This is an optimization exercise on Yosys and OpenROAD, whose aim is small area, a short achievable clock period and few clock cycles per item, not a production implementation.
At most, simulation tests tie the RTL to the original design; equivalence was not proved.
Function not checked in run 2: the RTL went through the layout flow alone.

## flow/design.v (module list and top-level ports; edited modules follow where they fit)
// module cordic_park_engine: 2420 lines
module cordic_park_engine #(
  parameter int WIDTH       = 16,
  parameter int ANGLE_WIDTH = 16,
  parameter int ITERATIONS  = 14,
  parameter int GUARD_BITS  = 3,
  parameter int GAIN_BITS   = 15,
  parameter int TAG_WIDTH   = 2
) (
  input  logic                          clk,
  input  logic                          rst,
  input  logic                          in_valid,
  output logic                          in_ready,
  input  logic                          mode,
  input  logic signed [WIDTH-1:0]       in_x,
  input  logic signed [WIDTH-1:0]       in_y,
  input  logic [ANGLE_WIDTH-1:0]        angle,
  input  logic [TAG_WIDTH-1:0]          in_tag,
  output logic                          out_valid,
  input  logic                          out_ready,
  output logic signed [WIDTH-1:0]       out_x,
  output logic signed [WIDTH-1:0]       out_y,
  output logic [TAG_WIDTH-1:0]          out_tag,
  output logic                          busy
);
  // ...
==> flow/run.sh <==
#!/bin/bash
# synth_recipe.tcl (not shown) runs the flow's synth.tcl, then flattens the netlist and writes it again
# the make line also repeats each setting of config.mk as NAME=value (left out here)
make -C /OpenROAD-flow-scripts/flow DESIGN_CONFIG=/design/flow/config.mk WORK_HOME=/design/flow/orfs CLKGATE_MAP_FILE= SYNTH_SCRIPT=/design/flow/synth_recipe.tcl finish
==> flow/config.mk <==
export PLATFORM = sky130hd
export DESIGN_NAME = cordic_park_engine
export DESIGN_NICKNAME = cordic_park_engine
export VERILOG_FILES = /design/flow/design.v
export SDC_FILE = /design/flow/constraint.sdc
export NUM_CORES = 4
export LEC_CHECK = 0
export ABC_CLOCK_PERIOD_IN_PS = 5000
export CAP_MARGIN = 20
export CORE_MARGIN = 2
export CORE_UTILIZATION = 60
export CTS_BUF_LIST = sky130_fd_sc_hd__clkbuf_4 sky130_fd_sc_hd__clkbuf_8
export CTS_CLUSTER_DIAMETER = 50
export CTS_CLUSTER_SIZE = 20
export PLACE_DENSITY = 0.72
export SETUP_SLACK_MARGIN = 5
export SLEW_MARGIN = 20
==> flow/constraint.sdc <==
create_clock -name core_clock -period 10.0 [get_ports {clk}]
set_input_delay 2.0000 -clock core_clock [delete_from_list [all_inputs] [get_ports {clk}]]
set_output_delay 2.0000 -clock core_clock [all_outputs]
set_load 0.01 [all_outputs]
==> flow_summary.yaml, run 1 <==
layout:
  multi_input_area_sq_mm: 0.0375
  layout_commonest_cell: "inv_1"
  fin_nets: 6695
  seqCellArea_sq_mm: 0.0145
  seq_share_pct: 23.9
  nMultiInputCombCells: 3775
  fin_area_sq_mm: 0.0605
  area_growth_pct: 9.25
status:
  outcome: "no timing/DRC/antenna violations"
logic_synthesis:
  syn_area_sq_mm: 0.0554
  yosysMostFrequentCell: "inv_1"
  synth_cells: 5306
  yosysSeqAreaShare_pct: 26.1
  muxShareOfSynthArea_pct: 1.04
place:
  dp_hpwl_um: 97900
worst_setup_path:
  reg2reg_slack_ns: 5.18
  endpoint: "in_ready"
  cp-end-kind: "output pin"
  cp.arrival_ns: 2.85
  crit_chain: "dlygate4sd2_1, nand2b_4, and2_4, dlygate4sd2_1"
  cp-start-kind: "input port"
  crit_buf_inv: 2
timing:
  tns_ns: 0
  max_slew_margin_pct: 33.0
clocking:
  cts_tree: "done"
  cts_buffer_depth: 3
drt:
  postRouteAntennaNets: 0
  drt-total-wl_um: 121000
global_route:
  grt_pass1_wl_um: 195000
  grt_max_degree: 193
  grt_use_met2_pct: 48.0
hold_path:
  hp-start: "t_q[0][0]$_DFFE_PN_"
Testbench counts, summed over its fixed seeds: cycles 2,472, items 2,400.
==> run 2: changes to the inputs <==
--- a/flow/design.v
+++ b/flow/design.v
@@ -31,51 +31,51 @@
   end
   always_ff @(posedge clk) begin
     if (en) begin
       t_q[0] <= in_tag;
       for (int s = 1; s <= 7; s++) t_q[s] <= t_q[s-1];
     end
   end
   logic [15:0]        phi;
-  logic signed [13:0] z1, z2;
+  logic signed [13:0] z1;
   logic               p1, t1, nx1, ny1;
   assign phi = mode ? angle : 16'd0 - angle;
   assign z1  = {~phi[13], phi[12:0]};
   assign p1  = phi[13];
-  assign z2  = z1 + (p1 ? -14'sd4836 : 14'sd4836);
-  assign t1  = ~z2[13];
+  assign t1  = p1 ? (z1 >= 14'sd4836) : (z1 >= -14'sd4836);
   assign nx1 = phi[15] ^ phi[14];
   assign ny1 = phi[15];
   logic signed [16:0] s0_q, d0_q;
   logic               q0_q;
   logic [7:0]         n0_q;
   logic signed [13:0] z0_q;
   always_ff @(posedge clk) begin
     if (en) begin
       s0_q <= 17'(in_x) + 17'(in_y);
       d0_q <= 17'(in_x) - 17'(in_y);
       q0_q <= phi[14];
       n0_q <= {~(p1 ^ t1 ^ ny1), ~t1 ^ nx1, ~p1 ^ nx1, ny1,
                ~(p1 ^ t1 ^ nx1), t1 ^ ny1, p1 ^ ny1, nx1};
-      z0_q <= z2;
+      z0_q <= z1;
     end
   end
   wire signed [16:0] px1 = q0_q ? s0_q : d0_q;
   wire signed [16:0] py1 = q0_q ? d0_q : s0_q;
   wire               nxa = n0_q[0];
   wire               nxb = n0_q[1];
   wire               nxc = n0_q[2];
   wire               nxd = n0_q[3];
   wire               nya = n0_q[4];
   wire               nyb = n0_q[5];
   wire               nyc = n0_q[6];
   wire               nyd = n0_q[7];
-  wire               t1s = ~z0_q[13];
-  wire signed [13:0] z3  = z0_q + (t1s ? -14'sd2555 : 14'sd2555);
+  wire signed [13:0] z2  = z0_q + (~z0_q[13] ? -14'sd4836 : 14'sd4836);
+  wire               t1s = ~z2[13];
+  wire signed [13:0] z3  = z2 + (t1s ? -14'sd2555 : 14'sd2555);
   wire               p3  = ~z3[13];
   wire signed [13:0] z4  = z3 + (p3 ? -14'sd1297 : 14'sd1297);
   wire s_1 = nxa ^ (px1[0] ^ nxa);
   wire c_2 = nxa & (px1[0] ^ nxa);
   wire s_3 = (px1[1] ^ nxa) ^ (py1[2] ^ nxb);
   wire c_4 = (px1[1] ^ nxa) & (py1[2] ^ nxb);
   wire s_5 = (px1[2] ^ nxa) ^ (py1[3] ^ nxb);
   wire c_6 = (px1[2] ^ nxa) & (py1[3] ^ nxb);
==> flow_summary.yaml, run 2 <==
status:
  outcome: "no timing/DRC/antenna violations"
floorplanning:
  design.portCount: 92
  start_util_pct: 60.4
  core_sq_mm: 0.0915
  rows: 111
  fp.dieW_um: 308
  die_h_um: 308
  fp.dieArea_sq_mm: 0.0946
drt:
  via_per_inst: 5.54
  vias: 37700
  postRouteAntennaNets: 0
  post_drt_wl_per_cell_um: 17.6
  drc: 0
  drt-total-wl_um: 120000
  first_iter_violations: 2053
  drtPass1Iterations: 5
timing:
  slew_viol_final: 0
  max_slew_margin_pct: 30.9
  rsz0062_at_grt: "true"
  finalCritPeriodShare_pct: 54.0
  tns_ns: 0
  setup_violations: 0
  fin_skew_ns: 0.0549
  layout_setup_ws_ns: 4.60
  tightestPinTransition_ns: 1.04
  period_minus_slack_ns: 5.40
  hold_viol: 0
  fmaxAchievable_mhz: 185
place:
  placed_cell_area_sq_mm: 0.0577
  gp_congestion: 0.903
  pre_cts_ws_ns: 3.76
  portBuffers: 91
  dp_hpwl_um: 95500
global_route:
  grt_max_degree: 129
  grt_pass1_vias: 38500
  overflow: 0
  antenna_found_initial: 2
  grt_pass1_wl_um: 193000
  grt_usage_pct: 25.6
worst_setup_path:
  crit_buf_inv: 7
  cp-start-kind: "flip-flop"
  critPathMaxStageDelay_ns: 0.46
  crit_required_ns: 10.45
  cp-end-kind: "flip-flop"
  cp_top_family: "compound AO/OA/AOI/OAI gates"
  slowest_stage: "edfxtp_1"
  cp.arrival_ns: 5.85
  crit_top_cell: "buf_6"
  path_max_fanout: 7
  setup.worst_path.class: "reg -> reg"
logic_synthesis:
  synth_area_per_cell_sq_um: 10.4
  synth.area.top_cells: "edfxtp_1 (26%), fa_1 (21%), ha_1 (13%)"
  synth_cell_type_count: 77
  yosysSeqAreaShare_pct: 26.1
  syn_area_sq_mm: 0.0553
  synth_edf_count: 474
  synth_seq_cells: 483
  yosysTopAreaCell: "edfxtp_1"
  synthFlopType: "edfxtp_1"
  netlist.area_leader.share_pct: 25.7
  synth_nets: 6556
  synth_top_cells_by_count: "inv_1 (1019), fa_1 (592), ha_1 (572)"
  yosysMostFrequentCell: "inv_1"
  yosysWarnings: 2
  async_flop_share_pct: 1.86
  synth_cells: 5337
clocking:
  clock_latency_ns: 0.73
  cts_tree: "done"
  hold_buffers: 0
  clockRootBuffer: "clkbuf_8"
  path_clk_slew_ns: 0.11
  cts_buffer_depth: 3
  cts_made_buffers: 72
  cts_num_sinks: 483
  htreeDepth: 3
hold_path:
  hold_path.class: "reg -> reg"
layout:
  fin_nets: 6773
  fin_area_sq_mm: 0.0615
  most-common-layout-cells: "inv_1 (1011), fa_1 (591), ha_1 (551)"
  fill_cells: 6977
  layout_commonest_cell: "inv_1"
  final_layout_size_suffix_gt1_share_pct: 8.36
  area_growth_pct: 11.3
job:
  max_cap_viol_count: 0
-- run 2: stage by stage --
stage | hold slack (ns) | utilization [%] | cells
2_1_floorplan | 0.400 | - | 5337
3_3_place_gp | 0.400 | 63.0 | 6548
3_5_place_dp | 0.405 | 63.0 | 6548
4_1_cts | 0.423 | 65.7 | 6728
5_1_grt | 0.430 | 67.2 | 6800
6_report | 0.422 | 67.2 | 6800
-- run 2: repair_timing --
action / in CTS / in global routing
setup buffers: 45 / 67
pin swaps: 24 / 60
gates cloned: 3 / 3
gates resized for setup: 86 / 160
setup endpoints to repair: 60 / 72
-- run 2: per-layer routing --
| metal | vias up | track usage [%] | routed length (um) |
|---|---|---|---|
| met4 | 0 | 9.77 | 4870 |
| met5 | - | 0 | 0 |
| met1 | 18500 | 30.5 | 48000 |
| met3 | 248 | 2.91 | 4340 |
| li1 | 18100 | - | - |
| met2 | 736 | 47.2 | 62600 |
-- run 2: cell type report --
cell class | count | area, sq um | share of cell area [%]
repair buffers | 230 | 2270 | 3.69
diodes | 2 | 5.00 | 0.00813
well taps | 1186 | 1480 | 2.41
clock inverters | 55 | 609 | 0.990
clock buffers | 77 | 1040 | 1.69
multi-input cells | 3748 | 37800 | 61.5
inverters | 1019 | 3840 | 6.25
flip-flops and latches | 483 | 14500 | 23.5
-- run 2: cell families after synthesis --
family | synth area share [%]
compound gates | 10.4
simple gates | 7.15
buf+inv | 7.54
flops | 26.1
fa+ha+maj | 34.4
mux | 1.03
xor+xnor | 13.4
-- run 2: final timing paths --
check	depth (start not counted)	startpoint	to	slack, ns
min reg2reg	0	t_q[7][0]$_DFFE_PN_	ot_q[0]$_DFFE_PP_	0.42
max in group asynchronous	3	rst	v_q[0]$_DFFE_PP0N_	8.43
min in group asynchronous	3	rst	v_q[5]$_DFFE_PP0N_	1.44
min	0	t_q[7][0]$_DFFE_PN_	ot_q[0]$_DFFE_PP_	0.42
max	27	z0_q[13]$_DFFE_PN_	z1_q[9]$_DFFE_PN_	4.60
max reg2reg	27	z0_q[13]$_DFFE_PN_	z1_q[9]$_DFFE_PN_	4.60
-- run 2: worst register-to-register path, stage by stage, from the launching register on --
cell and delay (ns):
edfxtp_1 0.46, buf_6 0.18, ha_2 0.32, a21oi_2 0.17, o21ai_2 0.09, a221o_1 0.38
nor2_4 0.16, inv_4 0.05, ha_4 0.26, a41oi_2 0.10, a32oi_2 0.28, o2111ai_2 0.20
a2111oi_4 0.40, and2b_2 0.29, inv_4 0.08, ha_4 0.20, nor2b_4 0.12, o21ai_2 0.18
a21oi_2 0.08, o21ai_1 0.17, nand2b_1 0.11, a21oi_2 0.19, o21ai_2 0.08, buf_4 0.14
buf_6 0.11, buf_6 0.10, buf_6 0.10, xor2_2 0.13

-- static timing again, ports no longer ideal --
The results above use ideal ports. As a check the final layouts listed here were re-extracted and re-timed, cells and wires unchanged. Step 1 (the two cells are an assumption about what drives the block):
set clk [get_ports {clk}]
set_driving_cell -lib_cell sky130_fd_sc_hd__clkbuf_16 $clk
set_driving_cell -lib_cell sky130_fd_sc_hd__buf_2 [delete_from_list [all_inputs] $clk]
Step 2 moves the port delays by t, midway between the first and last clock arrival at a register: inputs arrive t later, outputs are due t later. That takes back most of the time a late clock gives input paths. Three values: ideal, step 1, step 2; two values: the first two.
run | shift t [ns] | setup slack, ns | hold WS [ns]
run 1 | 0.769 | 5.149 / 5.130 / 4.435 | 0.416 / 0.416 / 0.416
run 2 | 0.776 | 4.600 / 4.600 / 4.532 | 0.422 / 0.422 / 0.422
After both steps every run listed still meets setup and hold. The setup slack of run 1, which loses most, moves by -0.019 ns with the drivers and by -0.714 ns with both steps.
